What follows belongs to an exercise in optimizing a design on an open flow for small area and a short achievable clock period; a production flow would make more cautious choices.

## the previous run
==> module bfp_exp_decode, before the edit <==
module bfp_exp_decode
(
  input  logic [block_size_lp-1:0][exp_width_lp-1:0]  exp_i,
  output logic [exp_width_lp-1:0]                     max_exp_o
);
  always_comb begin
    max_exp_o = '0;
    for (int i = 0; i < block_size_lp; i++) begin
      if (exp_i[i] > max_exp_o) max_exp_o = exp_i[i];
    end
  end
endmodule
==> module bfp_align_execute, before the edit <==
module bfp_align_execute
(
  input  logic [exp_width_lp-1:0]   exp_i,
  input  logic [mag_width_lp-2:0]   frac_i,
  input  logic [exp_width_lp-1:0]   max_exp_i,
  output logic [mag_width_lp-1:0]   mag_o
);
  logic [exp_width_lp-1:0] diff;
  always_comb begin
    diff = max_exp_i - exp_i;
    if (exp_i == '0 || diff >= exp_width_lp'(mag_width_lp)) begin
      mag_o = '0;
    end else begin
      mag_o = {1'b1, frac_i} >> diff[shift_width_lp-1:0];
    end
  end
endmodule
==> module bfp_quant_top, before the edit <==
module bfp_quant_top
(
  input  logic                     clk,
  input  logic                     reset_i,
  input  logic                     in_valid_i,
  input  logic [block_size_lp*fp_width_lp-1:0]   block_i,
  output logic                                   out_valid_o,
  output logic [exp_width_lp-1:0]                shared_exp_o,
  output logic [block_size_lp*code_width_lp-1:0] codes_o
);
  logic [block_size_lp-1:0][exp_width_lp-1:0]   exps;
  logic [exp_width_lp-1:0]                      max_exp;
  logic [block_size_lp*code_width_lp-1:0]       codes;
  for (genvar i = 0; i < block_size_lp; i++) begin : g_word
    logic [mag_width_lp-1:0] mag;
    assign exps[i] = block_i[fp_width_lp*i + frac_width_lp +: exp_width_lp];
    bfp_align_execute u_align (
      .exp_i     (exps[i]),
      .frac_i    (block_i[fp_width_lp*i + frac_width_lp - mag_width_lp + 1 +: mag_width_lp - 1]),
      .max_exp_i (max_exp),
      .mag_o     (mag)
    );
    assign codes[code_width_lp*i +: code_width_lp] = {block_i[fp_width_lp*i + fp_width_lp - 1], mag};
  end
  bfp_exp_decode u_decode (
    .exp_i     (exps),
    .max_exp_o (max_exp)
  );
  bfp_code_result u_result (
    .clk          (clk),
    .reset_i      (reset_i),
    .valid_i      (in_valid_i),
    .shared_exp_i (max_exp),
    .codes_i      (codes),
    .out_valid_o  (out_valid_o),
    .shared_exp_o (shared_exp_o),
    .codes_o      (codes_o)
  );
endmodule
Settings: LEC_CHECK=0, CAP_MARGIN=20, CORE_AREA=5 5 445 445, DIE_AREA=0 0 450 450, SLEW_MARGIN=20; clock period 10.0 ns.
run.sh (not shown) runs the stock make flow with config.mk's settings and CLKGATE_MAP_FILE= SYNTH_SCRIPT=/design/flow/synth_recipe.tcl, a recipe that flattens the netlist after the stock synthesis.
Ran to the end and failed final checks on negative setup slack: the previous run.
Here is what was changed in the inputs of the current run compared with the previous run.
--- a/flow/design.v
+++ b/flow/design.v
@@ -27,18 +27,28 @@
 import fp32_fmt_pkg::*;
 import bfp_code_pkg::*;
 module bfp_exp_decode
 (
   input  logic [block_size_lp-1:0][exp_width_lp-1:0]  exp_i,
-  output logic [exp_width_lp-1:0]                     max_exp_o
+  output logic [exp_width_lp-1:0]                     max_exp_o,
+  output logic [block_size_lp-1:0]                    hi_eq_o
 );
+  logic [exp_width_lp:0][block_size_lp-1:0] run;
+  logic [exp_width_lp-1:0][block_size_lp-1:0] bits;
   always_comb begin
-    max_exp_o = '0;
-    for (int i = 0; i < block_size_lp; i++) begin
-      if (exp_i[i] > max_exp_o) max_exp_o = exp_i[i];
+    for (int k = 0; k < exp_width_lp; k++) begin
+      for (int i = 0; i < block_size_lp; i++) begin
+        bits[k][i] = exp_i[i][k];
+      end
+    end
+    run[exp_width_lp] = '1;
+    for (int k = exp_width_lp - 1; k >= 0; k--) begin
+      max_exp_o[k] = |(run[k+1] & bits[k]);
+      run[k] = run[k+1] & (bits[k] | {block_size_lp{~max_exp_o[k]}});
     end
   end
+  assign hi_eq_o = run[3];
 endmodule
 `default_nettype wire
 `timescale 1ns/10ps
 `default_nettype none
 import fp32_fmt_pkg::*;
@@ -46,20 +56,27 @@
 module bfp_align_execute
 (
   input  logic [exp_width_lp-1:0]   exp_i,
   input  logic [mag_width_lp-2:0]   frac_i,
   input  logic [exp_width_lp-1:0]   max_exp_i,
+  input  logic [exp_width_lp-4:0]   max_hi_m1_i,
+  input  logic                      hi_eq_i,
   output logic [mag_width_lp-1:0]   mag_o
 );
-  logic [exp_width_lp-1:0] diff;
+  logic [2:0] t;
+  logic       bw0, bw1, bw2;
+  logic       hi_ok, live;
   always_comb begin
-    diff = max_exp_i - exp_i;
-    if (exp_i == '0 || diff >= exp_width_lp'(mag_width_lp)) begin
-      mag_o = '0;
-    end else begin
-      mag_o = {1'b1, frac_i} >> diff[shift_width_lp-1:0];
-    end
+    t[0] = max_exp_i[0] ^ exp_i[0];
+    bw0  = ~max_exp_i[0] & exp_i[0];
+    t[1] = max_exp_i[1] ^ exp_i[1] ^ bw0;
+    bw1  = (~max_exp_i[1] & exp_i[1]) | (~(max_exp_i[1] ^ exp_i[1]) & bw0);
+    t[2] = max_exp_i[2] ^ exp_i[2] ^ bw1;
+    bw2  = (~max_exp_i[2] & exp_i[2]) | (~(max_exp_i[2] ^ exp_i[2]) & bw1);
+    hi_ok = bw2 ? (exp_i[7:3] == max_hi_m1_i) : hi_eq_i;
+    live  = (|exp_i) & hi_ok & (~t[2] | ~(t[1] | t[0]));
+    mag_o = live ? ({1'b1, frac_i} >> t) : '0;
   end
 endmodule
 `default_nettype wire
 `timescale 1ns/10ps
 `default_nettype none
@@ -106,24 +123,30 @@
   output logic [block_size_lp*code_width_lp-1:0] codes_o
 );
   logic [block_size_lp-1:0][exp_width_lp-1:0]   exps;
   logic [exp_width_lp-1:0]                      max_exp;
   logic [block_size_lp*code_width_lp-1:0]       codes;
+  logic [exp_width_lp-4:0]                      max_hi_m1;
+  logic [block_size_lp-1:0]                     hi_eq;
+  assign max_hi_m1 = max_exp[exp_width_lp-1:3] - 1'b1;
   for (genvar i = 0; i < block_size_lp; i++) begin : g_word
     logic [mag_width_lp-1:0] mag;
     assign exps[i] = block_i[fp_width_lp*i + frac_width_lp +: exp_width_lp];
     bfp_align_execute u_align (
       .exp_i     (exps[i]),
       .frac_i    (block_i[fp_width_lp*i + frac_width_lp - mag_width_lp + 1 +: mag_width_lp - 1]),
       .max_exp_i (max_exp),
+      .max_hi_m1_i (max_hi_m1),
+      .hi_eq_i   (hi_eq[i]),
       .mag_o     (mag)
     );
     assign codes[code_width_lp*i +: code_width_lp] = {block_i[fp_width_lp*i + fp_width_lp - 1], mag};
   end
   bfp_exp_decode u_decode (
     .exp_i     (exps),
-    .max_exp_o (max_exp)
+    .max_exp_o (max_exp),
+    .hi_eq_o   (hi_eq)
   );
   bfp_code_result u_result (
     .clk          (clk),
     .reset_i      (reset_i),
     .valid_i      (in_valid_i),
==> comparison <==
Layout checks on the current run: not met. Flow itself completed; violations: negative setup slack. What the final checks of the previous run revealed, after a flow that finished every stage, was a layout that fails on negative setup slack. The previous run → the current run: synthesized area dropped 11000 sq um. Of the previous run and the current run, the run reporting the lower synthesized cell count was the current run. Summary of the current run over the previous run: time the final worst path needs with I/O delays and setup lost 42.37 ns; part of the Yosys area used for sequential elements picked up an extra 8.1 points; CTS buffer count lost 1. Of the previous run and the current run, the higher via count belongs to the previous run. The current run: count of final setup violators is about 3.6% lower than what the previous run reported. Against the previous run, the current run reports a share of the cycle needed by the critical path after routing that is lower. In the metrics for the previous run and the current run, the one carrying the lower area growth from synthesis to layout is the previous run. Between the current run and the previous run, the global-route total usage across every layer does not differ in any meaningful way. The current run reports its slowest cell on the critical path as sky130_fd_sc_hd__a311oi_1 while the previous run reports sky130_fd_sc_hd__or4b_4. Sort the previous run and the current run by number of buffers outside the clock class in the layout, ascending, and the current run comes first.
Function was not checked in any run of this note: the RTL went through the layout flow alone.

[port drivers added, routing unchanged]
The results above use ideal ports. As a check the final layouts listed here were re-extracted and re-timed, cells and wires unchanged. Step 1, drivers: a clkbuf_16 drives clk and a buf_2 each remaining input, both assumed. Step 2 also shifts input and output timing later by t, the mid clock arrival at the registers, as if the neighbouring blocks saw the same clock. Three values: ideal ports, drivers, drivers and shift; two values: the first two.
run	shift t [ns]	setup WS [ns]	worst setup path after step 2	latest minus earliest clock arrival (ns)	worst slew at a driven data input, ns
the previous run	0.689	-45.900 / -45.910 / -46.599	input to register	0.038 / 0.038	0.30
the current run	0.672	-3.531 / -3.665 / -4.338	input to register	0.043 / 0.043	0.28
The setup slack of the current run, which loses most, moves by -0.134 ns with the drivers and by -0.807 ns with both steps.
